What follows belongs to an exercise in optimizing a design on an open flow for small area, a short achievable clock period and few clock cycles per item; a production flow would make more cautious choices.
The RTL was checked by simulation tests, not by an equivalence proof against the original design.
No activity file was given, so power comes from the tool's default toggle rates.

<file path="design/flow/run.sh">
#!/bin/bash
# synth_recipe.tcl (not shown) runs the flow's synth.tcl, then flattens the netlist and writes it again
# the make line also repeats each setting of config.mk as NAME=value (left out here)
make -C /OpenROAD-flow-scripts/flow DESIGN_CONFIG=/design/flow/config.mk WORK_HOME=/design/flow/orfs CLKGATE_MAP_FILE= SYNTH_SCRIPT=/design/flow/synth_recipe.tcl finish
</file>
<file path="design/flow/config.mk">
export PLATFORM = sky130hd
export DESIGN_NAME = bresenham_line_rasterizer
export DESIGN_NICKNAME = bresenham_line_rasterizer
export VERILOG_FILES = /design/flow/design.v
export SDC_FILE = /design/flow/constraint.sdc
export NUM_CORES = 4
export LEC_CHECK = 0
export CAP_MARGIN = 20
export CORE_MARGIN = 2
export CORE_UTILIZATION = 40
export SLEW_MARGIN = 20
</file>
<file path="design/flow/constraint.sdc">
create_clock -name core_clock -period 7.5 [get_ports {clock}]
set_input_delay 1.5000 -clock core_clock [delete_from_list [all_inputs] [get_ports {clock}]]
set_output_delay 1.5000 -clock core_clock [all_outputs]
set_load 0.01 [all_outputs]
</file>
<file path="design/flow/design.v">
package brl_pkg;
   localparam int COORD_BITS_DEFAULT  = 12;
   localparam int QUEUE_DEPTH_DEFAULT = 2;
   localparam int CFG_ADDR_BITS = 4;
   localparam int CFG_DATA_BITS = 32;
   localparam int OFFSET_BITS   = 12;
   localparam int STRIDE_BITS   = 16;
   localparam int CHAN_BITS     = 8;
   localparam int COLOR_BITS    = 3 * CHAN_BITS;
   localparam int ADDR_BITS     = 32;
   localparam int WORD_BITS     = 32;
   localparam int HALF_BITS     = WORD_BITS / 2;
   localparam int RED_SHIFT_565   = 11;
   localparam int GREEN_SHIFT_565 = 5;
   localparam int SHIFT_BGRX32 = 2;
   localparam int SHIFT_RGB565 = 1;
   typedef enum logic [1:0] {
      REG_X_OFFSET    = 2'd0,
      REG_Y_OFFSET    = 2'd1,
      REG_LINE_STRIDE = 2'd2,
      REG_PIXEL_MODE  = 2'd3
   } reg_index_type;
   typedef enum logic {
      MODE_BGRX32 = 1'b0,
      MODE_RGB565 = 1'b1
   } pixel_mode_type;
   typedef enum logic {
      KIND_LOAD = 1'b0,
      KIND_STEP = 1'b1
   } item_kind_type;
   typedef struct packed {
      logic [OFFSET_BITS-1:0] x_offset;
      logic [OFFSET_BITS-1:0] y_offset;
      logic [STRIDE_BITS-1:0] line_stride;
      pixel_mode_type         pixel_mode;
   } cfg_type;
   function automatic int entry_bits(input int coord_bits);
      entry_bits = 5 * coord_bits + COLOR_BITS + 3;
   endfunction
   function automatic int req_data_bits(input int coord_bits);
      req_data_bits = ((4 * coord_bits + COLOR_BITS + 7) / 8) * 8;
   endfunction
   function automatic int rsp_data_bits(input int coord_bits);
      rsp_data_bits = ((2 * coord_bits + ADDR_BITS + WORD_BITS + 7) / 8) * 8;
   endfunction
endpackage
module brl_front #(
   parameter int COORD_BITS = brl_pkg::COORD_BITS_DEFAULT
) (
   input  logic [brl_pkg::req_data_bits(COORD_BITS)-1:0]  req_tdata,
   output logic [COORD_BITS-1:0]                          xs, ys, xe, ye,
   output logic [COORD_BITS-1:0]                          adx, ady,
   output logic                                           xn, yn,
   output logic [brl_pkg::COLOR_BITS-1:0]                 color,
   input  logic [COORD_BITS-1:0]                          r_xs, r_ys, r_xe, r_ye,
   input  logic [COORD_BITS-1:0]                          r_adx, r_ady,
   input  logic                                           r_xn, r_yn,
   output logic                                           steep,
   output logic                                           minor_down,
   output logic [COORD_BITS-1:0]                          px0,
   output logic [COORD_BITS-1:0]                          py0,
   output logic [COORD_BITS-1:0]                          dmaj,
   output logic [COORD_BITS-1:0]                          dmin,
   output logic [COORD_BITS:0]                            dq
);
   localparam int C  = COORD_BITS;
   localparam int CB = brl_pkg::CHAN_BITS;
   logic [C:0] dx, dy, diff;
   logic       swap;
   assign xs    = req_tdata[C-1:0];
   assign ys    = req_tdata[2*C-1:C];
   assign xe    = req_tdata[3*C-1:2*C];
   assign ye    = req_tdata[4*C-1:3*C];
   assign color = {req_tdata[4*C+CB-1:4*C], req_tdata[4*C+2*CB-1:4*C+CB],
                   req_tdata[4*C+3*CB-1:4*C+2*CB]};
   always_comb begin
      dx  = {1'b0, xe} - {1'b0, xs};
      dy  = {1'b0, ye} - {1'b0, ys};
      xn  = dx[C];
      yn  = dy[C];
      adx = (dx[C-1:0] ^ {C{xn}}) + C'(xn);
      ady = (dy[C-1:0] ^ {C{yn}}) + C'(yn);
   end
   always_comb begin
      diff  = {1'b0, r_ady} - {1'b0, r_adx};
      steep = !diff[C];
      swap  = steep ? r_yn : r_xn;
      px0   = swap ? r_xe : r_xs;
      py0   = swap ? r_ye : r_ys;
      minor_down = r_xn ^ r_yn;
      dmaj  = steep ? r_ady : r_adx;
      dmin  = steep ? r_adx : r_ady;
      dq    = steep ? ~diff : diff;
   end
endmodule
module brl_mac (
   input  logic [31:0] a,
   input  logic [31:0] b,
   input  logic [31:0] c,
   input  logic [12:0] y,
   input  logic [15:0] m,
   input  logic [17:0] m3,
   input  logic        en,
   output logic [31:0] s
);
   wire d0_1 = en & y[0] & ~y[1];
   wire d0_2 = en & ~y[0] & y[1];
   wire d0_3 = en & y[0] & y[1];
   wire p0_0 = (d0_1 & m[0]) | (d0_3 & m3[0]);
   wire p0_1 = (d0_1 & m[1]) | (d0_2 & m[0]) | (d0_3 & m3[1]);
   wire p0_2 = (d0_1 & m[2]) | (d0_2 & m[1]) | (d0_3 & m3[2]);
   wire p0_3 = (d0_1 & m[3]) | (d0_2 & m[2]) | (d0_3 & m3[3]);
   wire p0_4 = (d0_1 & m[4]) | (d0_2 & m[3]) | (d0_3 & m3[4]);
   wire p0_5 = (d0_1 & m[5]) | (d0_2 & m[4]) | (d0_3 & m3[5]);
   wire p0_6 = (d0_1 & m[6]) | (d0_2 & m[5]) | (d0_3 & m3[6]);
   wire p0_7 = (d0_1 & m[7]) | (d0_2 & m[6]) | (d0_3 & m3[7]);
   wire p0_8 = (d0_1 & m[8]) | (d0_2 & m[7]) | (d0_3 & m3[8]);
   wire p0_9 = (d0_1 & m[9]) | (d0_2 & m[8]) | (d0_3 & m3[9]);
   wire p0_10 = (d0_1 & m[10]) | (d0_2 & m[9]) | (d0_3 & m3[10]);
   wire p0_11 = (d0_1 & m[11]) | (d0_2 & m[10]) | (d0_3 & m3[11]);
   wire p0_12 = (d0_1 & m[12]) | (d0_2 & m[11]) | (d0_3 & m3[12]);
   wire p0_13 = (d0_1 & m[13]) | (d0_2 & m[12]) | (d0_3 & m3[13]);
   wire p0_14 = (d0_1 & m[14]) | (d0_2 & m[13]) | (d0_3 & m3[14]);
   wire p0_15 = (d0_1 & m[15]) | (d0_2 & m[14]) | (d0_3 & m3[15]);
   wire p0_16 = (d0_2 & m[15]) | (d0_3 & m3[16]);
   wire p0_17 = (d0_3 & m3[17]);
   wire d1_1 = en & y[2] & ~y[3];
   wire d1_2 = en & ~y[2] & y[3];
   wire d1_3 = en & y[2] & y[3];
   wire p1_0 = (d1_1 & m[0]) | (d1_3 & m3[0]);
   wire p1_1 = (d1_1 & m[1]) | (d1_2 & m[0]) | (d1_3 & m3[1]);
   wire p1_2 = (d1_1 & m[2]) | (d1_2 & m[1]) | (d1_3 & m3[2]);
   wire p1_3 = (d1_1 & m[3]) | (d1_2 & m[2]) | (d1_3 & m3[3]);
   wire p1_4 = (d1_1 & m[4]) | (d1_2 & m[3]) | (d1_3 & m3[4]);
   wire p1_5 = (d1_1 & m[5]) | (d1_2 & m[4]) | (d1_3 & m3[5]);
   wire p1_6 = (d1_1 & m[6]) | (d1_2 & m[5]) | (d1_3 & m3[6]);
   wire p1_7 = (d1_1 & m[7]) | (d1_2 & m[6]) | (d1_3 & m3[7]);
   wire p1_8 = (d1_1 & m[8]) | (d1_2 & m[7]) | (d1_3 & m3[8]);
   wire p1_9 = (d1_1 & m[9]) | (d1_2 & m[8]) | (d1_3 & m3[9]);
   wire p1_10 = (d1_1 & m[10]) | (d1_2 & m[9]) | (d1_3 & m3[10]);
   wire p1_11 = (d1_1 & m[11]) | (d1_2 & m[10]) | (d1_3 & m3[11]);
   wire p1_12 = (d1_1 & m[12]) | (d1_2 & m[11]) | (d1_3 & m3[12]);
   wire p1_13 = (d1_1 & m[13]) | (d1_2 & m[12]) | (d1_3 & m3[13]);
   wire p1_14 = (d1_1 & m[14]) | (d1_2 & m[13]) | (d1_3 & m3[14]);
   wire p1_15 = (d1_1 & m[15]) | (d1_2 & m[14]) | (d1_3 & m3[15]);
   wire p1_16 = (d1_2 & m[15]) | (d1_3 & m3[16]);
   wire p1_17 = (d1_3 & m3[17]);
   wire d2_1 = en & y[4] & ~y[5];
   wire d2_2 = en & ~y[4] & y[5];
   wire d2_3 = en & y[4] & y[5];
   wire p2_0 = (d2_1 & m[0]) | (d2_3 & m3[0]);
   wire p2_1 = (d2_1 & m[1]) | (d2_2 & m[0]) | (d2_3 & m3[1]);
   wire p2_2 = (d2_1 & m[2]) | (d2_2 & m[1]) | (d2_3 & m3[2]);
   wire p2_3 = (d2_1 & m[3]) | (d2_2 & m[2]) | (d2_3 & m3[3]);
   wire p2_4 = (d2_1 & m[4]) | (d2_2 & m[3]) | (d2_3 & m3[4]);
   wire p2_5 = (d2_1 & m[5]) | (d2_2 & m[4]) | (d2_3 & m3[5]);
   wire p2_6 = (d2_1 & m[6]) | (d2_2 & m[5]) | (d2_3 & m3[6]);
   wire p2_7 = (d2_1 & m[7]) | (d2_2 & m[6]) | (d2_3 & m3[7]);
   wire p2_8 = (d2_1 & m[8]) | (d2_2 & m[7]) | (d2_3 & m3[8]);
   wire p2_9 = (d2_1 & m[9]) | (d2_2 & m[8]) | (d2_3 & m3[9]);
   wire p2_10 = (d2_1 & m[10]) | (d2_2 & m[9]) | (d2_3 & m3[10]);
   wire p2_11 = (d2_1 & m[11]) | (d2_2 & m[10]) | (d2_3 & m3[11]);
   wire p2_12 = (d2_1 & m[12]) | (d2_2 & m[11]) | (d2_3 & m3[12]);
   wire p2_13 = (d2_1 & m[13]) | (d2_2 & m[12]) | (d2_3 & m3[13]);
   wire p2_14 = (d2_1 & m[14]) | (d2_2 & m[13]) | (d2_3 & m3[14]);
   wire p2_15 = (d2_1 & m[15]) | (d2_2 & m[14]) | (d2_3 & m3[15]);
   wire p2_16 = (d2_2 & m[15]) | (d2_3 & m3[16]);
   wire p2_17 = (d2_3 & m3[17]);
   wire d3_1 = en & y[6] & ~y[7];
   wire d3_2 = en & ~y[6] & y[7];
   wire d3_3 = en & y[6] & y[7];
   wire p3_0 = (d3_1 & m[0]) | (d3_3 & m3[0]);
   wire p3_1 = (d3_1 & m[1]) | (d3_2 & m[0]) | (d3_3 & m3[1]);
   wire p3_2 = (d3_1 & m[2]) | (d3_2 & m[1]) | (d3_3 & m3[2]);
   wire p3_3 = (d3_1 & m[3]) | (d3_2 & m[2]) | (d3_3 & m3[3]);
   wire p3_4 = (d3_1 & m[4]) | (d3_2 & m[3]) | (d3_3 & m3[4]);
   wire p3_5 = (d3_1 & m[5]) | (d3_2 & m[4]) | (d3_3 & m3[5]);
   wire p3_6 = (d3_1 & m[6]) | (d3_2 & m[5]) | (d3_3 & m3[6]);
   wire p3_7 = (d3_1 & m[7]) | (d3_2 & m[6]) | (d3_3 & m3[7]);
   wire p3_8 = (d3_1 & m[8]) | (d3_2 & m[7]) | (d3_3 & m3[8]);
   wire p3_9 = (d3_1 & m[9]) | (d3_2 & m[8]) | (d3_3 & m3[9]);
   wire p3_10 = (d3_1 & m[10]) | (d3_2 & m[9]) | (d3_3 & m3[10]);
   wire p3_11 = (d3_1 & m[11]) | (d3_2 & m[10]) | (d3_3 & m3[11]);
   wire p3_12 = (d3_1 & m[12]) | (d3_2 & m[11]) | (d3_3 & m3[12]);
   wire p3_13 = (d3_1 & m[13]) | (d3_2 & m[12]) | (d3_3 & m3[13]);
   wire p3_14 = (d3_1 & m[14]) | (d3_2 & m[13]) | (d3_3 & m3[14]);
   wire p3_15 = (d3_1 & m[15]) | (d3_2 & m[14]) | (d3_3 & m3[15]);
   wire p3_16 = (d3_2 & m[15]) | (d3_3 & m3[16]);
   wire p3_17 = (d3_3 & m3[17]);
   wire d4_1 = en & y[8] & ~y[9];
   wire d4_2 = en & ~y[8] & y[9];
   wire d4_3 = en & y[8] & y[9];
   wire p4_0 = (d4_1 & m[0]) | (d4_3 & m3[0]);
   wire p4_1 = (d4_1 & m[1]) | (d4_2 & m[0]) | (d4_3 & m3[1]);
   wire p4_2 = (d4_1 & m[2]) | (d4_2 & m[1]) | (d4_3 & m3[2]);
   wire p4_3 = (d4_1 & m[3]) | (d4_2 & m[2]) | (d4_3 & m3[3]);
   wire p4_4 = (d4_1 & m[4]) | (d4_2 & m[3]) | (d4_3 & m3[4]);
   wire p4_5 = (d4_1 & m[5]) | (d4_2 & m[4]) | (d4_3 & m3[5]);
   wire p4_6 = (d4_1 & m[6]) | (d4_2 & m[5]) | (d4_3 & m3[6]);
   wire p4_7 = (d4_1 & m[7]) | (d4_2 & m[6]) | (d4_3 & m3[7]);
   wire p4_8 = (d4_1 & m[8]) | (d4_2 & m[7]) | (d4_3 & m3[8]);
   wire p4_9 = (d4_1 & m[9]) | (d4_2 & m[8]) | (d4_3 & m3[9]);
   wire p4_10 = (d4_1 & m[10]) | (d4_2 & m[9]) | (d4_3 & m3[10]);
   wire p4_11 = (d4_1 & m[11]) | (d4_2 & m[10]) | (d4_3 & m3[11]);
   wire p4_12 = (d4_1 & m[12]) | (d4_2 & m[11]) | (d4_3 & m3[12]);
   wire p4_13 = (d4_1 & m[13]) | (d4_2 & m[12]) | (d4_3 & m3[13]);
   wire p4_14 = (d4_1 & m[14]) | (d4_2 & m[13]) | (d4_3 & m3[14]);
   wire p4_15 = (d4_1 & m[15]) | (d4_2 & m[14]) | (d4_3 & m3[15]);
   wire p4_16 = (d4_2 & m[15]) | (d4_3 & m3[16]);
   wire p4_17 = (d4_3 & m3[17]);
   wire d5_1 = en & y[10] & ~y[11];
   wire d5_2 = en & ~y[10] & y[11];
   wire d5_3 = en & y[10] & y[11];
   wire p5_0 = (d5_1 & m[0]) | (d5_3 & m3[0]);
   wire p5_1 = (d5_1 & m[1]) | (d5_2 & m[0]) | (d5_3 & m3[1]);
   wire p5_2 = (d5_1 & m[2]) | (d5_2 & m[1]) | (d5_3 & m3[2]);
   wire p5_3 = (d5_1 & m[3]) | (d5_2 & m[2]) | (d5_3 & m3[3]);
   wire p5_4 = (d5_1 & m[4]) | (d5_2 & m[3]) | (d5_3 & m3[4]);
   wire p5_5 = (d5_1 & m[5]) | (d5_2 & m[4]) | (d5_3 & m3[5]);
   wire p5_6 = (d5_1 & m[6]) | (d5_2 & m[5]) | (d5_3 & m3[6]);
   wire p5_7 = (d5_1 & m[7]) | (d5_2 & m[6]) | (d5_3 & m3[7]);
   wire p5_8 = (d5_1 & m[8]) | (d5_2 & m[7]) | (d5_3 & m3[8]);
   wire p5_9 = (d5_1 & m[9]) | (d5_2 & m[8]) | (d5_3 & m3[9]);
   wire p5_10 = (d5_1 & m[10]) | (d5_2 & m[9]) | (d5_3 & m3[10]);
   wire p5_11 = (d5_1 & m[11]) | (d5_2 & m[10]) | (d5_3 & m3[11]);
   wire p5_12 = (d5_1 & m[12]) | (d5_2 & m[11]) | (d5_3 & m3[12]);
   wire p5_13 = (d5_1 & m[13]) | (d5_2 & m[12]) | (d5_3 & m3[13]);
   wire p5_14 = (d5_1 & m[14]) | (d5_2 & m[13]) | (d5_3 & m3[14]);
   wire p5_15 = (d5_1 & m[15]) | (d5_2 & m[14]) | (d5_3 & m3[15]);
   wire p5_16 = (d5_2 & m[15]) | (d5_3 & m3[16]);
   wire p5_17 = (d5_3 & m3[17]);
   wire d6_1 = en & y[12] & ~1'b0;
   wire d6_2 = en & ~y[12] & 1'b0;
   wire d6_3 = en & y[12] & 1'b0;
   wire p6_0 = (d6_1 & m[0]);
   wire p6_1 = (d6_1 & m[1]) | (d6_2 & m[0]);
   wire p6_2 = (d6_1 & m[2]) | (d6_2 & m[1]);
   wire p6_3 = (d6_1 & m[3]) | (d6_2 & m[2]);
   wire p6_4 = (d6_1 & m[4]) | (d6_2 & m[3]);
   wire p6_5 = (d6_1 & m[5]) | (d6_2 & m[4]);
   wire p6_6 = (d6_1 & m[6]) | (d6_2 & m[5]);
   wire p6_7 = (d6_1 & m[7]) | (d6_2 & m[6]);
   wire p6_8 = (d6_1 & m[8]) | (d6_2 & m[7]);
   wire p6_9 = (d6_1 & m[9]) | (d6_2 & m[8]);
   wire p6_10 = (d6_1 & m[10]) | (d6_2 & m[9]);
   wire p6_11 = (d6_1 & m[11]) | (d6_2 & m[10]);
   wire p6_12 = (d6_1 & m[12]) | (d6_2 & m[11]);
   wire p6_13 = (d6_1 & m[13]) | (d6_2 & m[12]);
   wire p6_14 = (d6_1 & m[14]) | (d6_2 & m[13]);
   wire p6_15 = (d6_1 & m[15]) | (d6_2 & m[14]);
   wire p0_0m = p0_0 | b[0];
   wire p0_1m = p0_1 | b[1];
   wire p0_2m = p0_2 | b[2];
   wire p0_3m = p0_3 | b[3];
   wire p0_4m = p0_4 | b[4];
   wire p0_5m = p0_5 | b[5];
   wire p0_6m = p0_6 | b[6];
   wire p0_7m = p0_7 | b[7];
   wire p0_8m = p0_8 | b[8];
   wire p0_9m = p0_9 | b[9];
   wire p0_10m = p0_10 | b[10];
   wire p0_11m = p0_11 | b[11];
   wire p0_12m = p0_12 | b[12];
   wire p0_13m = p0_13 | b[13];
   wire p0_14m = p0_14 | b[14];
   wire p0_15m = p0_15 | b[15];
   wire p0_16m = p0_16 | b[16];
   wire p0_17m = p0_17 | b[17];
   wire p1_16m = p1_16 | b[18];
   wire p1_17m = p1_17 | b[19];
   wire p2_16m = p2_16 | b[20];
   wire p2_17m = p2_17 | b[21];
   wire p3_16m = p3_16 | b[22];
   wire p3_17m = p3_17 | b[23];
   wire p4_16m = p4_16 | b[24];
   wire p4_17m = p4_17 | b[25];
   wire p5_16m = p5_16 | b[26];
   wire p5_17m = p5_17 | b[27];
   wire p1_0m = p1_0 | c[2];
   wire p1_1m = p1_1 | c[3];
   wire p1_2m = p1_2 | c[4];
   wire p1_3m = p1_3 | c[5];
   wire p1_4m = p1_4 | c[6];
   wire p1_5m = p1_5 | c[7];
   wire p1_6m = p1_6 | c[8];
   wire p1_7m = p1_7 | c[9];
   wire p1_8m = p1_8 | c[10];
   wire p1_9m = p1_9 | c[11];
   wire p1_10m = p1_10 | c[12];
   wire p1_11m = p1_11 | c[13];
   wire p1_12m = p1_12 | c[14];
   wire p1_13m = p1_13 | c[15];
   wire p1_14m = p1_14 | c[16];
   wire p1_15m = p1_15 | c[17];
   wire p2_14m = p2_14 | c[18];
   wire p2_15m = p2_15 | c[19];
   wire p3_14m = p3_14 | c[20];
   wire p3_15m = p3_15 | c[21];
   wire p4_14m = p4_14 | c[22];
   wire p4_15m = p4_15 | c[23];
   wire p5_14m = p5_14 | c[24];
   wire p5_15m = p5_15 | c[25];
   wire p6_14m = p6_14 | c[26];
   wire p6_15m = p6_15 | c[27];
   wire hs0 = p0_10m ^ p1_8m;
   wire hc0 = p0_10m & p1_8m;
   wire fs1 = p0_11m ^ p1_9m ^ p2_7;
   wire fc1 = (p0_11m & p1_9m) | (p0_11m & p2_7) | (p1_9m & p2_7);
   wire fs2 = p0_12m ^ p1_10m ^ p2_8;
   wire fc2 = (p0_12m & p1_10m) | (p0_12m & p2_8) | (p1_10m & p2_8);
   wire hs3 = p3_6 ^ p4_4;
   wire hc3 = p3_6 & p4_4;
   wire fs4 = p0_13m ^ p1_11m ^ p2_9;
   wire fc4 = (p0_13m & p1_11m) | (p0_13m & p2_9) | (p1_11m & p2_9);
   wire fs5 = p3_7 ^ p4_5 ^ p5_3;
   wire fc5 = (p3_7 & p4_5) | (p3_7 & p5_3) | (p4_5 & p5_3);
   wire fs6 = p0_14m ^ p1_12m ^ p2_10;
   wire fc6 = (p0_14m & p1_12m) | (p0_14m & p2_10) | (p1_12m & p2_10);
   wire fs7 = p3_8 ^ p4_6 ^ p5_4;
   wire fc7 = (p3_8 & p4_6) | (p3_8 & p5_4) | (p4_6 & p5_4);
   wire fs8 = p0_15m ^ p1_13m ^ p2_11;
   wire fc8 = (p0_15m & p1_13m) | (p0_15m & p2_11) | (p1_13m & p2_11);
   wire fs9 = p3_9 ^ p4_7 ^ p5_5;
   wire fc9 = (p3_9 & p4_7) | (p3_9 & p5_5) | (p4_7 & p5_5);
   wire fs10 = p0_16m ^ p1_14m ^ p2_12;
   wire fc10 = (p0_16m & p1_14m) | (p0_16m & p2_12) | (p1_14m & p2_12);
   wire fs11 = p3_10 ^ p4_8 ^ p5_6;
   wire fc11 = (p3_10 & p4_8) | (p3_10 & p5_6) | (p4_8 & p5_6);
   wire fs12 = p0_17m ^ p1_15m ^ p2_13;
   wire fc12 = (p0_17m & p1_15m) | (p0_17m & p2_13) | (p1_15m & p2_13);
   wire fs13 = p3_11 ^ p4_9 ^ p5_7;
   wire fc13 = (p3_11 & p4_9) | (p3_11 & p5_7) | (p4_9 & p5_7);
   wire fs14 = p1_16m ^ p2_14m ^ p3_12;
   wire fc14 = (p1_16m & p2_14m) | (p1_16m & p3_12) | (p2_14m & p3_12);
   wire hs15 = p4_10 ^ p5_8;
   wire hc15 = p4_10 & p5_8;
   wire fs16 = p1_17m ^ p2_15m ^ p3_13;
   wire fc16 = (p1_17m & p2_15m) | (p1_17m & p3_13) | (p2_15m & p3_13);
   wire hs17 = p4_11 ^ p5_9;
   wire hc17 = p4_11 & p5_9;
   wire fs18 = p2_16m ^ p3_14m ^ p4_12;
   wire fc18 = (p2_16m & p3_14m) | (p2_16m & p4_12) | (p3_14m & p4_12);
   wire hs19 = p2_17m ^ p3_15m;
   wire hc19 = p2_17m & p3_15m;
   wire hs20 = p0_6m ^ p1_4m;
   wire hc20 = p0_6m & p1_4m;
   wire fs21 = p0_7m ^ p1_5m ^ p2_3;
   wire fc21 = (p0_7m & p1_5m) | (p0_7m & p2_3) | (p1_5m & p2_3);
   wire fs22 = p0_8m ^ p1_6m ^ p2_4;
   wire fc22 = (p0_8m & p1_6m) | (p0_8m & p2_4) | (p1_6m & p2_4);
   wire hs23 = p3_2 ^ p4_0;
   wire hc23 = p3_2 & p4_0;
   wire fs24 = p0_9m ^ p1_7m ^ p2_5;
   wire fc24 = (p0_9m & p1_7m) | (p0_9m & p2_5) | (p1_7m & p2_5);
   wire fs25 = p3_3 ^ p4_1 ^ a[9];
   wire fc25 = (p3_3 & p4_1) | (p3_3 & a[9]) | (p4_1 & a[9]);
   wire fs26 = p2_6 ^ p3_4 ^ p4_2;
   wire fc26 = (p2_6 & p3_4) | (p2_6 & p4_2) | (p3_4 & p4_2);
   wire fs27 = p5_0 ^ a[10] ^ hs0;
   wire fc27 = (p5_0 & a[10]) | (p5_0 & hs0) | (a[10] & hs0);
   wire fs28 = p3_5 ^ p4_3 ^ p5_1;
   wire fc28 = (p3_5 & p4_3) | (p3_5 & p5_1) | (p4_3 & p5_1);
   wire fs29 = a[11] ^ fs1 ^ hc0;
   wire fc29 = (a[11] & fs1) | (a[11] & hc0) | (fs1 & hc0);
   wire fs30 = p5_2 ^ p6_0 ^ a[12];
   wire fc30 = (p5_2 & p6_0) | (p5_2 & a[12]) | (p6_0 & a[12]);
   wire fs31 = fs2 ^ hs3 ^ fc1;
   wire fc31 = (fs2 & hs3) | (fs2 & fc1) | (hs3 & fc1);
   wire fs32 = p6_1 ^ a[13] ^ fs4;
   wire fc32 = (p6_1 & a[13]) | (p6_1 & fs4) | (a[13] & fs4);
   wire fs33 = fs5 ^ fc2 ^ hc3;
   wire fc33 = (fs5 & fc2) | (fs5 & hc3) | (fc2 & hc3);
   wire fs34 = p6_2 ^ a[14] ^ fs6;
   wire fc34 = (p6_2 & a[14]) | (p6_2 & fs6) | (a[14] & fs6);
   wire fs35 = fs7 ^ fc4 ^ fc5;
   wire fc35 = (fs7 & fc4) | (fs7 & fc5) | (fc4 & fc5);
   wire fs36 = p6_3 ^ a[15] ^ fs8;
   wire fc36 = (p6_3 & a[15]) | (p6_3 & fs8) | (a[15] & fs8);
   wire fs37 = fs9 ^ fc6 ^ fc7;
   wire fc37 = (fs9 & fc6) | (fs9 & fc7) | (fc6 & fc7);
   wire fs38 = p6_4 ^ a[16] ^ fs10;
   wire fc38 = (p6_4 & a[16]) | (p6_4 & fs10) | (a[16] & fs10);
   wire fs39 = fs11 ^ fc8 ^ fc9;
   wire fc39 = (fs11 & fc8) | (fs11 & fc9) | (fc8 & fc9);
   wire fs40 = p6_5 ^ a[17] ^ fs12;
   wire fc40 = (p6_5 & a[17]) | (p6_5 & fs12) | (a[17] & fs12);
   wire fs41 = fs13 ^ fc10 ^ fc11;
   wire fc41 = (fs13 & fc10) | (fs13 & fc11) | (fc10 & fc11);
   wire fs42 = p6_6 ^ a[18] ^ fs14;
   wire fc42 = (p6_6 & a[18]) | (p6_6 & fs14) | (a[18] & fs14);
   wire fs43 = hs15 ^ fc12 ^ fc13;
   wire fc43 = (hs15 & fc12) | (hs15 & fc13) | (fc12 & fc13);
   wire fs44 = p6_7 ^ a[19] ^ fs16;
   wire fc44 = (p6_7 & a[19]) | (p6_7 & fs16) | (a[19] & fs16);
   wire fs45 = hs17 ^ fc14 ^ hc15;
   wire fc45 = (hs17 & fc14) | (hs17 & hc15) | (fc14 & hc15);
   wire fs46 = p5_10 ^ p6_8 ^ a[20];
   wire fc46 = (p5_10 & p6_8) | (p5_10 & a[20]) | (p6_8 & a[20]);
   wire fs47 = fs18 ^ fc16 ^ hc17;
   wire fc47 = (fs18 & fc16) | (fs18 & hc17) | (fc16 & hc17);
   wire fs48 = p4_13 ^ p5_11 ^ p6_9;
   wire fc48 = (p4_13 & p5_11) | (p4_13 & p6_9) | (p5_11 & p6_9);
   wire fs49 = a[21] ^ hs19 ^ fc18;
   wire fc49 = (a[21] & hs19) | (a[21] & fc18) | (hs19 & fc18);
   wire fs50 = p3_16m ^ p4_14m ^ p5_12;
   wire fc50 = (p3_16m & p4_14m) | (p3_16m & p5_12) | (p4_14m & p5_12);
   wire fs51 = p6_10 ^ a[22] ^ hc19;
   wire fc51 = (p6_10 & a[22]) | (p6_10 & hc19) | (a[22] & hc19);
   wire fs52 = p3_17m ^ p4_15m ^ p5_13;
   wire fc52 = (p3_17m & p4_15m) | (p3_17m & p5_13) | (p4_15m & p5_13);
   wire hs53 = p6_11 ^ a[23];
   wire hc53 = p6_11 & a[23];
   wire fs54 = p4_16m ^ p5_14m ^ p6_12;
   wire fc54 = (p4_16m & p5_14m) | (p4_16m & p6_12) | (p5_14m & p6_12);
   wire hs55 = p4_17m ^ p5_15m;
   wire hc55 = p4_17m & p5_15m;
   wire hs56 = p0_4m ^ p1_2m;
   wire hc56 = p0_4m & p1_2m;
   wire fs57 = p0_5m ^ p1_3m ^ p2_1;
   wire fc57 = (p0_5m & p1_3m) | (p0_5m & p2_1) | (p1_3m & p2_1);
   wire fs58 = p2_2 ^ p3_0 ^ a[6];
   wire fc58 = (p2_2 & p3_0) | (p2_2 & a[6]) | (p3_0 & a[6]);
   wire fs59 = p3_1 ^ a[7] ^ fs21;
   wire fc59 = (p3_1 & a[7]) | (p3_1 & fs21) | (a[7] & fs21);
   wire fs60 = a[8] ^ fs22 ^ hs23;
   wire fc60 = (a[8] & fs22) | (a[8] & hs23) | (fs22 & hs23);
   wire fs61 = fs24 ^ fs25 ^ fc22;
   wire fc61 = (fs24 & fs25) | (fs24 & fc22) | (fs25 & fc22);
   wire fs62 = fs26 ^ fs27 ^ fc24;
   wire fc62 = (fs26 & fs27) | (fs26 & fc24) | (fs27 & fc24);
   wire fs63 = fs28 ^ fs29 ^ fc26;
   wire fc63 = (fs28 & fs29) | (fs28 & fc26) | (fs29 & fc26);
   wire fs64 = fs30 ^ fs31 ^ fc28;
   wire fc64 = (fs30 & fs31) | (fs30 & fc28) | (fs31 & fc28);
   wire fs65 = fs32 ^ fs33 ^ fc30;
   wire fc65 = (fs32 & fs33) | (fs32 & fc30) | (fs33 & fc30);
   wire fs66 = fs34 ^ fs35 ^ fc32;
   wire fc66 = (fs34 & fs35) | (fs34 & fc32) | (fs35 & fc32);
   wire fs67 = fs36 ^ fs37 ^ fc34;
   wire fc67 = (fs36 & fs37) | (fs36 & fc34) | (fs37 & fc34);
   wire fs68 = fs38 ^ fs39 ^ fc36;
   wire fc68 = (fs38 & fs39) | (fs38 & fc36) | (fs39 & fc36);
   wire fs69 = fs40 ^ fs41 ^ fc38;
   wire fc69 = (fs40 & fs41) | (fs40 & fc38) | (fs41 & fc38);
   wire fs70 = fs42 ^ fs43 ^ fc40;
   wire fc70 = (fs42 & fs43) | (fs42 & fc40) | (fs43 & fc40);
   wire fs71 = fs44 ^ fs45 ^ fc42;
   wire fc71 = (fs44 & fs45) | (fs44 & fc42) | (fs45 & fc42);
   wire fs72 = fs46 ^ fs47 ^ fc44;
   wire fc72 = (fs46 & fs47) | (fs46 & fc44) | (fs47 & fc44);
   wire fs73 = fs48 ^ fs49 ^ fc46;
   wire fc73 = (fs48 & fs49) | (fs48 & fc46) | (fs49 & fc46);
   wire fs74 = fs50 ^ fs51 ^ fc48;
   wire fc74 = (fs50 & fs51) | (fs50 & fc48) | (fs51 & fc48);
   wire fs75 = fs52 ^ hs53 ^ fc50;
   wire fc75 = (fs52 & hs53) | (fs52 & fc50) | (hs53 & fc50);
   wire fs76 = a[24] ^ fs54 ^ fc52;
   wire fc76 = (a[24] & fs54) | (a[24] & fc52) | (fs54 & fc52);
   wire fs77 = p6_13 ^ a[25] ^ hs55;
   wire fc77 = (p6_13 & a[25]) | (p6_13 & hs55) | (a[25] & hs55);
   wire fs78 = p5_16m ^ p6_14m ^ a[26];
   wire fc78 = (p5_16m & p6_14m) | (p5_16m & a[26]) | (p6_14m & a[26]);
   wire hs79 = p5_17m ^ p6_15m;
   wire hc79 = p5_17m & p6_15m;
   wire hs80 = a[28] ^ b[28];
   wire hc80 = a[28] & b[28];
   wire hs81 = a[29] ^ b[29];
   wire hc81 = a[29] & b[29];
   wire hs82 = a[30] ^ b[30];
   wire hc82 = a[30] & b[30];
   wire hs83 = a[31] ^ b[31];
   wire hc83 = a[31] & b[31];
   wire hs84 = p0_0m ^ a[0];
   wire hc84 = p0_0m & a[0];
   wire fs85 = p0_1m ^ a[1] ^ c[1];
   wire fc85 = (p0_1m & a[1]) | (p0_1m & c[1]) | (a[1] & c[1]);
   wire fs86 = p0_2m ^ p1_0m ^ a[2];
   wire fc86 = (p0_2m & p1_0m) | (p0_2m & a[2]) | (p1_0m & a[2]);
   wire fs87 = p0_3m ^ p1_1m ^ a[3];
   wire fc87 = (p0_3m & p1_1m) | (p0_3m & a[3]) | (p1_1m & a[3]);
   wire fs88 = p2_0 ^ a[4] ^ hs56;
   wire fc88 = (p2_0 & a[4]) | (p2_0 & hs56) | (a[4] & hs56);
   wire fs89 = a[5] ^ fs57 ^ hc56;
   wire fc89 = (a[5] & fs57) | (a[5] & hc56) | (fs57 & hc56);
   wire fs90 = hs20 ^ fs58 ^ fc57;
   wire fc90 = (hs20 & fs58) | (hs20 & fc57) | (fs58 & fc57);
   wire fs91 = hc20 ^ fs59 ^ fc58;
   wire fc91 = (hc20 & fs59) | (hc20 & fc58) | (fs59 & fc58);
   wire fs92 = fc21 ^ fs60 ^ fc59;
   wire fc92 = (fc21 & fs60) | (fc21 & fc59) | (fs60 & fc59);
   wire fs93 = hc23 ^ fs61 ^ fc60;
   wire fc93 = (hc23 & fs61) | (hc23 & fc60) | (fs61 & fc60);
   wire fs94 = fc25 ^ fs62 ^ fc61;
   wire fc94 = (fc25 & fs62) | (fc25 & fc61) | (fs62 & fc61);
   wire fs95 = fc27 ^ fs63 ^ fc62;
   wire fc95 = (fc27 & fs63) | (fc27 & fc62) | (fs63 & fc62);
   wire fs96 = fc29 ^ fs64 ^ fc63;
   wire fc96 = (fc29 & fs64) | (fc29 & fc63) | (fs64 & fc63);
   wire fs97 = fc31 ^ fs65 ^ fc64;
   wire fc97 = (fc31 & fs65) | (fc31 & fc64) | (fs65 & fc64);
   wire fs98 = fc33 ^ fs66 ^ fc65;
   wire fc98 = (fc33 & fs66) | (fc33 & fc65) | (fs66 & fc65);
   wire fs99 = fc35 ^ fs67 ^ fc66;
   wire fc99 = (fc35 & fs67) | (fc35 & fc66) | (fs67 & fc66);
   wire fs100 = fc37 ^ fs68 ^ fc67;
   wire fc100 = (fc37 & fs68) | (fc37 & fc67) | (fs68 & fc67);
   wire fs101 = fc39 ^ fs69 ^ fc68;
   wire fc101 = (fc39 & fs69) | (fc39 & fc68) | (fs69 & fc68);
   wire fs102 = fc41 ^ fs70 ^ fc69;
   wire fc102 = (fc41 & fs70) | (fc41 & fc69) | (fs70 & fc69);
   wire fs103 = fc43 ^ fs71 ^ fc70;
   wire fc103 = (fc43 & fs71) | (fc43 & fc70) | (fs71 & fc70);
   wire fs104 = fc45 ^ fs72 ^ fc71;
   wire fc104 = (fc45 & fs72) | (fc45 & fc71) | (fs72 & fc71);
   wire fs105 = fc47 ^ fs73 ^ fc72;
   wire fc105 = (fc47 & fs73) | (fc47 & fc72) | (fs73 & fc72);
   wire fs106 = fc49 ^ fs74 ^ fc73;
   wire fc106 = (fc49 & fs74) | (fc49 & fc73) | (fs74 & fc73);
   wire fs107 = fc51 ^ fs75 ^ fc74;
   wire fc107 = (fc51 & fs75) | (fc51 & fc74) | (fs75 & fc74);
   wire fs108 = hc53 ^ fs76 ^ fc75;
   wire fc108 = (hc53 & fs76) | (hc53 & fc75) | (fs76 & fc75);
   wire fs109 = fc54 ^ fs77 ^ fc76;
   wire fc109 = (fc54 & fs77) | (fc54 & fc76) | (fs77 & fc76);
   wire fs110 = hc55 ^ fs78 ^ fc77;
   wire fc110 = (hc55 & fs78) | (hc55 & fc77) | (fs78 & fc77);
   wire fs111 = a[27] ^ hs79 ^ fc78;
   wire fc111 = (a[27] & hs79) | (a[27] & fc78) | (hs79 & fc78);
   wire fs112 = c[28] ^ hs80 ^ hc79;
   wire fc112 = (c[28] & hs80) | (c[28] & hc79) | (hs80 & hc79);
   wire fs113 = c[29] ^ hs81 ^ hc80;
   wire fc113 = (c[29] & hs81) | (c[29] & hc80) | (hs81 & hc80);
   wire fs114 = c[30] ^ hs82 ^ hc81;
   wire fc114 = (c[30] & hs82) | (c[30] & hc81) | (hs82 & hc81);
   wire fs115 = c[31] ^ hs83 ^ hc82;
   wire fc115 = (c[31] & hs83) | (c[31] & hc82) | (hs83 & hc82);
   wire [31:0] r0 = {fs115, fs114, fs113, fs112, fs111, fs110, fs109, fs108, fs107, fs106, fs105, fs104, fs103, fs102, fs101, fs100, fs99, fs98, fs97, fs96, fs95, fs94, fs93, fs92, fs91, fs90, fs89, fs88, fs87, fs86, fs85, c[0]};
   wire [31:0] r1 = {fc114, fc113, fc112, fc111, fc110, fc109, fc108, fc107, fc106, fc105, fc104, fc103, fc102, fc101, fc100, fc99, fc98, fc97, fc96, fc95, fc94, fc93, fc92, fc91, fc90, fc89, fc88, fc87, fc86, fc85, hc84, hs84};
   assign s = r0 + r1;
endmodule
module brl_back #(
   parameter int COORD_BITS = brl_pkg::COORD_BITS_DEFAULT
) (
   input  logic                                           clock,
   input  logic                                           reset,
   input  brl_pkg::cfg_type                               cfg,
   input  logic [brl_pkg::STRIDE_BITS+1:0]                stride3,
   input  logic                                           req_tvalid,
   output logic                                           req_tready,
   input  logic [brl_pkg::req_data_bits(COORD_BITS)-1:0]  req_tdata,
   input  logic                                           req_tuser,
   output logic                                           rsp_tvalid,
   input  logic                                           rsp_tready,
   output logic [brl_pkg::rsp_data_bits(COORD_BITS)-1:0]  rsp_tdata,
   output logic                                           rsp_tlast
);
   localparam int C  = COORD_BITS;
   localparam int AB = brl_pkg::ADDR_BITS;
   localparam int WB = brl_pkg::WORD_BITS;
   localparam int HB = brl_pkg::HALF_BITS;
   localparam int CB = brl_pkg::CHAN_BITS;
   localparam int RSP_BITS = brl_pkg::rsp_data_bits(COORD_BITS);
   logic active_ff;      
   logic out_valid_ff;   
   logic setup1_ff;      
   logic setup2_ff;      
   logic                           steep_ff, down_ff;
   logic [C-1:0]                   px_ff, py_ff, rem_ff, dmin_ff;
   logic [C:0]                     dq_ff, g_ff;
   logic [brl_pkg::COLOR_BITS-1:0] color_ff;
   logic [AB-1:0]                  addr_ff;
   logic [C-1:0]                   f_xs, f_ys, f_xe, f_ye, f_adx, f_ady;
   logic                           f_xn, f_yn, f_steep, f_down;
   logic [C-1:0]                   f_px, f_py, f_dmaj, f_dmin;
   logic [C:0]                     f_dq;
   logic [brl_pkg::COLOR_BITS-1:0] f_color;
   brl_front #(
      .COORD_BITS (COORD_BITS)
   ) u_front (
      .req_tdata  (req_tdata),
      .xs         (f_xs),
      .ys         (f_ys),
      .xe         (f_xe),
      .ye         (f_ye),
      .adx        (f_adx),
      .ady        (f_ady),
      .xn         (f_xn),
      .yn         (f_yn),
      .color      (f_color),
      .r_xs       (px_ff),
      .r_ys       (py_ff),
      .r_xe       (rem_ff),
      .r_ye       (dmin_ff),
      .r_adx      (dq_ff[C-1:0]),
      .r_ady      (g_ff[C-1:0]),
      .r_xn       (steep_ff),
      .r_yn       (down_ff),
      .steep      (f_steep),
      .minor_down (f_down),
      .px0        (f_px),
      .py0        (f_py),
      .dmaj       (f_dmaj),
      .dmin       (f_dmin),
      .dq         (f_dq)
   );
   logic            deliver, accept, load, step, open_now, cond, g_cin;
   logic [C:0]      g_op, g_add, g_next, x_sum, y_sum;
   logic [AB-1:0]   x_part, mac_out, bsel, csel;
   logic [2:0]      s_pix;
   logic [CB-1:0]   red, green, blue;
   logic [HB-1:0]   word565;
   logic [WB-1:0]   word;
   assign deliver    = out_valid_ff && rsp_tready;
   assign req_tready = !setup1_ff && (!out_valid_ff || rsp_tready);
   assign accept     = req_tvalid && req_tready;
   assign load       = accept && brl_pkg::item_kind_type'(req_tuser) == brl_pkg::KIND_LOAD;
   assign step       = accept && brl_pkg::item_kind_type'(req_tuser) == brl_pkg::KIND_STEP;
   assign open_now   = deliver ? rem_ff != C'(1) : active_ff;
   assign cond       = !g_ff[C] && !setup2_ff;
   always_comb begin
      x_sum = (C+1)'(f_px) + (C+1)'(cfg.x_offset);
      y_sum = (C+1)'(f_py) + (C+1)'(cfg.y_offset);
      case (cfg.pixel_mode)
         brl_pkg::MODE_RGB565: x_part = AB'(x_sum) << brl_pkg::SHIFT_RGB565;
         default:              x_part = AB'(x_sum) << brl_pkg::SHIFT_BGRX32;
      endcase
      g_op   = setup2_ff ? ~{2'b00, rem_ff[C-1:1]} : g_ff;
      g_add  = cond ? dq_ff : {1'b0, dmin_ff};
      g_cin  = cond && steep_ff;
      g_next = g_op + g_add + (C+1)'(g_cin);
      s_pix = cfg.pixel_mode ? 3'd2 : 3'd4;
      bsel  = '0;
      csel  = '0;
      if (!setup2_ff) begin
         if (steep_ff) begin
            bsel = AB'(cfg.line_stride);
            csel = !cond ? '0 : down_ff ? -(AB'(s_pix)) : AB'(s_pix);
         end else begin
            bsel = !cond ? '0 : down_ff ? ~(AB'(cfg.line_stride)) : AB'(cfg.line_stride);
            csel = AB'(s_pix) + AB'(cond && down_ff);
         end
      end
   end
   brl_mac u_mac (
      .a  (addr_ff),
      .b  (bsel),
      .c  (csel),
      .y  (g_ff),
      .m  (cfg.line_stride),
      .m3 (stride3),
      .en (setup2_ff),
      .s  (mac_out)
   );
   always_ff @(posedge clock) begin
      if (reset) begin
         active_ff    <= 1'b0;
         out_valid_ff <= 1'b0;
         setup1_ff    <= 1'b0;
         setup2_ff    <= 1'b0;
      end else begin
         setup1_ff <= load;
         setup2_ff <= setup1_ff && !load;
         if (load) begin
            active_ff    <= 1'b0;
            out_valid_ff <= 1'b0;
         end else if (setup1_ff) begin
            active_ff    <= f_dmaj != '0;
         end else begin
            if (deliver) active_ff <= rem_ff != C'(1);
            if (step) out_valid_ff <= open_now;
            else if (deliver) out_valid_ff <= 1'b0;
         end
      end
   end
   always_ff @(posedge clock) begin
      if (load) begin
         px_ff    <= f_xs;
         py_ff    <= f_ys;
         rem_ff   <= f_xe;
         dmin_ff  <= f_ye;
         dq_ff    <= {1'b0, f_adx};
         g_ff     <= {1'b0, f_ady};
         steep_ff <= f_xn;
         down_ff  <= f_yn;
         color_ff <= f_color;
      end else if (setup1_ff) begin
         steep_ff <= f_steep;
         down_ff  <= f_down;
         px_ff    <= f_px;
         py_ff    <= f_py;
         rem_ff   <= f_dmaj;
         dmin_ff  <= f_dmin;
         dq_ff    <= f_dq;
         g_ff     <= y_sum;
         addr_ff  <= x_part;
      end else if (setup2_ff) begin
         g_ff    <= g_next;
         addr_ff <= mac_out;
      end else if (deliver) begin
         if (steep_ff) begin
            py_ff <= py_ff + C'(1);
            if (cond) px_ff <= down_ff ? px_ff - C'(1) : px_ff + C'(1);
         end else begin
            px_ff <= px_ff + C'(1);
            if (cond) py_ff <= down_ff ? py_ff - C'(1) : py_ff + C'(1);
         end
         g_ff    <= g_next;
         rem_ff  <= rem_ff - C'(1);
         addr_ff <= mac_out;
      end
   end
   always_comb begin
      red   = color_ff[3*CB-1:2*CB];
      green = color_ff[2*CB-1:CB];
      blue  = color_ff[CB-1:0];
      word565 = (HB'(red) << brl_pkg::RED_SHIFT_565) |
                (HB'(green) << brl_pkg::GREEN_SHIFT_565) | HB'(blue);
      case (cfg.pixel_mode)
         brl_pkg::MODE_RGB565: word = WB'(word565);
         default:              word = WB'(color_ff);
      endcase
   end
   assign rsp_tvalid = out_valid_ff;
   assign rsp_tlast  = rem_ff == C'(1);
   assign rsp_tdata  = RSP_BITS'({word, addr_ff, py_ff, px_ff});
endmodule
module bresenham_line_rasterizer #(
   parameter int COORD_BITS  = brl_pkg::COORD_BITS_DEFAULT,
   parameter int QUEUE_DEPTH = brl_pkg::QUEUE_DEPTH_DEFAULT
) (
   input  logic                                           clock,
   input  logic                                           reset,
   input  logic                                           req_tvalid,
   output logic                                           req_tready,
   input  logic [brl_pkg::req_data_bits(COORD_BITS)-1:0]  req_tdata,
   input  logic                                           req_tuser,
   output logic                                           rsp_tvalid,
   input  logic                                           rsp_tready,
   output logic [brl_pkg::rsp_data_bits(COORD_BITS)-1:0]  rsp_tdata,
   output logic                                           rsp_tlast,
   input  logic                                           csr_psel,
   input  logic                                           csr_penable,
   input  logic                                           csr_pwrite,
   input  logic [brl_pkg::CFG_ADDR_BITS-1:0]              csr_paddr,
   input  logic [brl_pkg::CFG_DATA_BITS-1:0]              csr_pwdata,
   output logic [brl_pkg::CFG_DATA_BITS-1:0]              csr_prdata,
   output logic                                           csr_pready
);
   localparam int DB = brl_pkg::CFG_DATA_BITS;
   brl_pkg::cfg_type       cfg_ff, cfg_in;
   brl_pkg::reg_index_type csr_index;
   logic                   csr_write;
   logic [brl_pkg::STRIDE_BITS+1:0] stride3_ff;
   assign csr_pready = 1'b1;
   assign csr_index  = brl_pkg::reg_index_type'(csr_paddr[brl_pkg::CFG_ADDR_BITS-1:2]);
   assign csr_write  = csr_psel && csr_penable && csr_pwrite && csr_pready;
   always_comb begin
      cfg_in = cfg_ff;
      if (csr_write) begin
         case (csr_index)
            brl_pkg::REG_X_OFFSET:
               cfg_in.x_offset = csr_pwdata[brl_pkg::OFFSET_BITS-1:0];
            brl_pkg::REG_Y_OFFSET:
               cfg_in.y_offset = csr_pwdata[brl_pkg::OFFSET_BITS-1:0];
            brl_pkg::REG_LINE_STRIDE:
               cfg_in.line_stride = csr_pwdata[brl_pkg::STRIDE_BITS-1:0];
            brl_pkg::REG_PIXEL_MODE:
               cfg_in.pixel_mode = brl_pkg::pixel_mode_type'(csr_pwdata[0]);
            default: cfg_in = cfg_ff;
         endcase
      end
   end
   always_comb begin
      case (csr_index)
         brl_pkg::REG_X_OFFSET:    csr_prdata = DB'(cfg_ff.x_offset);
         brl_pkg::REG_Y_OFFSET:    csr_prdata = DB'(cfg_ff.y_offset);
         brl_pkg::REG_LINE_STRIDE: csr_prdata = DB'(cfg_ff.line_stride);
         brl_pkg::REG_PIXEL_MODE:  csr_prdata = DB'(cfg_ff.pixel_mode);
         default:                  csr_prdata = '0;
      endcase
   end
   always_ff @(posedge clock) begin
      if (reset) begin
         cfg_ff     <= '0;
         stride3_ff <= '0;
      end else begin
         cfg_ff     <= cfg_in;
         stride3_ff <= (brl_pkg::STRIDE_BITS+2)'(cfg_in.line_stride) +
                       (brl_pkg::STRIDE_BITS+2)'({cfg_in.line_stride, 1'b0});
      end
   end
   brl_back #(
      .COORD_BITS (COORD_BITS)
   ) u_back (
      .clock      (clock),
      .reset      (reset),
      .cfg        (cfg_ff),
      .stride3    (stride3_ff),
      .req_tvalid (req_tvalid),
      .req_tready (req_tready),
      .req_tdata  (req_tdata),
      .req_tuser  (req_tuser),
      .rsp_tvalid (rsp_tvalid),
      .rsp_tready (rsp_tready),
      .rsp_tdata  (rsp_tdata),
      .rsp_tlast  (rsp_tlast)
   );
endmodule
</file>
==> qor.tcl <==
set qor(status) {finished clean}
set qor(count_of_yosys_warnings_during_synthesis) 3
set qor(grt_antenna_before_repair) 2
set qor(timing.critical_path.fanout_max) 28
set qor(tritoncts_clock_tree) {built}
set qor(layout-drive-gt1-share_pct) 9.29
set qor(instances_no_fill) 3291
set qor(setup_cp_type) {reg -> reg}
set qor(detail_route.wl_per_cell_um) 21.3
set qor(std_cell_rows) 85
set qor(powerDensity_nw_per_um2) 361
set qor(post_synthesis_cell_type_count) 74
set qor(setup_slack_at_placement_ps) 812
set qor(switchingPower_mw) 4.28
set qor(clk_path_buf_depth) 2
set qor(cp_data_required_time_ps) 7720
set qor(cp_slowest_cell) {edfxtp_1}
set qor(total_die_area_sq_um) 56100
set qor(setup-tns-final_ps) 0
set qor(transition_time_of_the_tightest_slew_check_pin_ps) 1030
set qor(worst_path_most_repeated_cell) {fa_1}
set qor(final_critical_path_setup_slack_ps) 708
set qor(grt_start_max_net_pins) 70
set qor(power.share.switching_pct) 47.9
set qor(finalCriticalPeriod_ps) 6790
set qor(syn_inst) 2491
set qor(timing.rr.start) {u_back.down_ff$_DFFE_PP_}
set qor(coreArea_sq_um) 53700
set qor(ff2ff_path_depth) 19
set qor(cts.repair.resized) 0
set qor(first_global_vias) 18502
set qor(hpwlAfterDp_um) 54300
set qor(final.setup_skew_ps) 13.9
set qor(dr.pass1.iters) 5
set qor(totalWireLength_um) 70000
set qor(nFillCells) 5159
set qor(dominantRegCellSynth) {edfxtp_1}
set qor(vias) 19009
set qor(totalPowerFinal_mw) 8.94
set qor(hold_path.class) {reg -> reg}
set qor(ctsHtreeMaxLevel) 4
set qor(share_seq_of_total_power_pct) 21.0
set qor(critical_path.max_stage_delay_ps) 640
set qor(final_min_period_over_clock_period_pct) 90.6
set qor(cts_sinks) 194
set qor(holdPathStages) 2
set qor(cts_hold_buf) 0
set qor(cp-start-kind) {register}
set qor(final_max_slew_viol_count) 0
set qor(drt-initial-drc-count) 1583
set qor(min_to) {u_back.dq_ff[12]$_SDFFE_PP0P_}
set qor(synth_edf_count) 130
set qor(post-cts-setup-buffers) 0
set qor(cts.clk_slew.worst_paths_ps) 80
set qor(crit_path_cell_trace) {nand2_1 > nor3_2 > buf_4 > a21oi_1 > fa_1 > inv_1 > fa_1 > fa_1 > fa_1 > ha_1 > a21o_1 > a21o_1 > a21o_1 > a22o_1 > o31a_1 > o21ai_0 > o21ai_0 > xnor2_1 > nor2_1}
set qor(drt_drc_violations_left) 0
set qor(maxSlewHeadroom_pct) 31.0
set qor(synth_area_per_cell_sq_um) 8.71
set qor(drv_cap) 0
set qor(fp.dieH_um) 237
set qor(final_nets) 2948
set qor(cts-root-buf) {clkbuf_16}
set qor(antenna_violating_nets_post_route) 0
set qor(sequential_share_of_the_synthesized_area_pct) 23.9
set qor(antenna_cells_inserted) 0
set qor(floorplan.die.width_um) 237
set qor(fmax_mhz) 147
set qor(area_growth_pct) 14.2
set qor(leakage_nw) 10.4
set qor(placed_cell_count) 3259
set qor(finalSetupViolCount) 0
set qor(viasPerCell) 5.78
set qor(global_route_wire_length_before_repair_um) 108000
set qor(hold_start) {u_back.dq_ff[12]$_SDFFE_PP0P_}
set qor(worst_vdd_ir_v) 0.000263
set qor(worst_skew_pair.late_latency_ps) 490
set qor(start_util_pct) 40.4
set qor(worst_r2r_endpoint) {u_back.addr_ff[24]$_SDFFCE_PP0P_}
set qor(finalWeightedCongestion) 0.917
set qor(postSynthRegisterBits) 194
set qor(postSynth.asyncResetShare_pct) 0
set qor(numPortBuffers) 196
set qor(rsz0062_at_grt) {false}
set qor(timing.reg2reg.setup_slack_ps) 710
set qor(post_synth_instance_area_sq_um) 21700
set qor(critical_path_arrival_ps) 7010
set qor(combinationalPowerShare_pct) 68.1
set qor(internal-power_mw) 4.65
set qor(grt-ovfl-total) 0
set qor(cts_inserted_buffers) 17
set qor(final-hold-violation-count) 0
set qor(grtUsageTotal_pct) 24.8
set qor(design.portCount) 240
set qor(clock_power_share_pct) 10.9
set qor(endpoint_kind) {register}
==> cells by family after synthesis <==
group	count (synthesis)	synth area share [%]
and+or+nand+nor	674	14.5
AOI/OAI and AO/OA	619	19.0
buffers and inverters	373	7.03
adders and majority gates	250	18.1
muxes	202	10.3
DFF	194	23.9
xor gates and xnor gates	177	7.14
other	2	0.0346
==> power by group through the flow <==
stage | registers [mW] | logic [mW] | clock network, mW
after floorplan | 1.75 | 4.51 | 0
after global placement | 1.89 | 5.84 | 0
after detailed placement | 1.89 | 5.99 | 0
after CTS | 1.87 | 6.03 | 0.989
after global routing | 1.90 | 6.72 | 1.02
final | 1.88 | 6.09 | 0.971
==> how the worst max path moves through the flow <==
stage / to / cells past startpoint / slack, ps / startpoint
2_1_floorplan: u_back.addr_ff[24]$_SDFFCE_PP0P_ / 22 / 1280 / u_back.down_ff$_DFFE_PP_
3_3_place_gp: u_back.addr_ff[24]$_SDFFCE_PP0P_ / 19 / 930 / u_back.down_ff$_DFFE_PP_
3_5_place_dp: u_back.addr_ff[24]$_SDFFCE_PP0P_ / 19 / 810 / u_back.down_ff$_DFFE_PP_
4_1_cts: u_back.addr_ff[24]$_SDFFCE_PP0P_ / 19 / 780 / u_back.down_ff$_DFFE_PP_
5_1_grt: u_back.addr_ff[26]$_SDFFCE_PP0P_ / 19 / 440 / u_back.steep_ff$_DFFE_PP_
6_report: u_back.addr_ff[24]$_SDFFCE_PP0P_ / 19 / 710 / u_back.down_ff$_DFFE_PP_
==> worst max-delay path: cells and delay by family, from the launching register on <==
family                     cells  cell delay [ps]
xor gates and xnor gates       1              170
and+or+nand+nor                3              680
AOI/OAI and AO/OA              8             2110
DFF                            1              640
buffers and inverters          2              460
adders and majority gates      5             2420
==> area by class of cell <==
cell class	instances	area (sq um)	share of cell area [%]
multi-input combinational	1947	15100	61.0
timing repair buffer	247	2340	9.45
tap	696	871	3.52
clock buffer	18	429	1.73
inverter	175	658	2.66
sequential	194	5190	21.0
clock inverter	14	165	0.667
==> registers in the layout (all words and copies together), names as in the netlist, 12 cells and up <==
name and count:
u_back.px_ff 12, u_back.dmin_ff 12, cfg_ff 40, u_back.color_ff 24
u_back.py_ff 12, u_back.g_ff 13, u_back.addr_ff 32, stride3_ff 18
u_back.dq_ff 13, u_back.rem_ff 12
==> synth_stat cells (all sizes together), types with 14 or more instances <==
cell type	n	area share (%)
nand4	14	0.40
nor3	44	1.0
nor2b	73	2.1
a21o	63	2.2
a21oi	158	3.7
fa	107	9.9
a31oi	16	0.46
clkbuf	145	2.5
inv	175	3.0
nand2	236	4.1
a221o	25	1.2
nor4	16	0.49
dfxtp	64	5.9
mux2	145	7.6
nand3	23	0.53
a22o	48	1.9
mux2i	56	2.6
a211oi	27	0.93
nor2	178	3.1
xnor2	111	4.5
edfxtp	130	18
buf	53	1.5
ha	143	8.2
a22oi	46	1.6
and3	32	0.92
xor2	66	2.7
o21ai	134	3.1
==> per-layer routing <==
layer,track usage (%),part of all wire (%),vias to the layer above
li1,-,-,8980
met1,32.0,43,9275
met2,42.0,48,625
met3,4.12,5.9,125
met4,8.44,2.8,4
met5,0,0.031,-
==> stage by stage <==
step	area, sq um	utilization (%)	hold WS [ps]
floorplan	21800	-	442
global placement	24200	45.0	472
detailed placement	24200	45.0	481
CTS	24800	46.1	493
global route	24800	46.1	522
finish	24800	46.1	489
==> cells in the final DEF (no fill, tap or decap), types with 7 or more instances in the layout <==
cell type,n
a211oi_1,27
a21oi_1,156
a221o_1,25
and3_1,32
nand3_1,23
and2_1,11
a22o_1,48
nand2_1,236
a31oi_1,16
mux2i_1,55
nor2_1,177
o21ai_0,133
nor4_1,15
mux2_2,127
nor2b_1,71
xor2_1,66
inv_1,173
nand4_1,14
xnor2_1,111
a22oi_1,46
clkbuf_16,17
clkdlybuf4s50_1,195
a21o_1,63
o21a_1,13
nor3_1,43
o211ai_1,8
or3_1,12
dfxtp_1,62
ha_1,143
nand2b_1,12
mux2_4,7
o21bai_1,11
edfxtp_1,130
buf_4,51
conb_1,25
fa_1,107
mux2_1,11
or4_1,7
Testbench counts, summed over its fixed seeds: cycles 24,679, pixels 21,307.

port drivers added, routing unchanged:
How much do the figures lean on ideal ports? The routed layout below was timed once more, with nothing changed but the port constraints.
Step 1 (the two cells are an assumption about what drives the block):
set clk [get_ports {clock}]
set_driving_cell -lib_cell sky130_fd_sc_hd__clkbuf_16 $clk
set_driving_cell -lib_cell sky130_fd_sc_hd__buf_2 [delete_from_list [all_inputs] $clk]
Step 2 adds t to the input delays and takes it off the output delays; t is the mean of the earliest and latest rising clock arrival at the registers after step 1. Input paths then give back, and output paths get back, about the clock's delay inside the block.
Three values: ideal, step 1, step 2; two values: the first two.
t, ns: 0.545
slack for setup (ns): 0.708 / 0.708 / 0.708
worst setup path after step 2: register to register
After both steps this run still meets setup and hold. For this run, drivers alone change the setup slack by 0.000 ns; drivers and shift together by 0.000 ns.
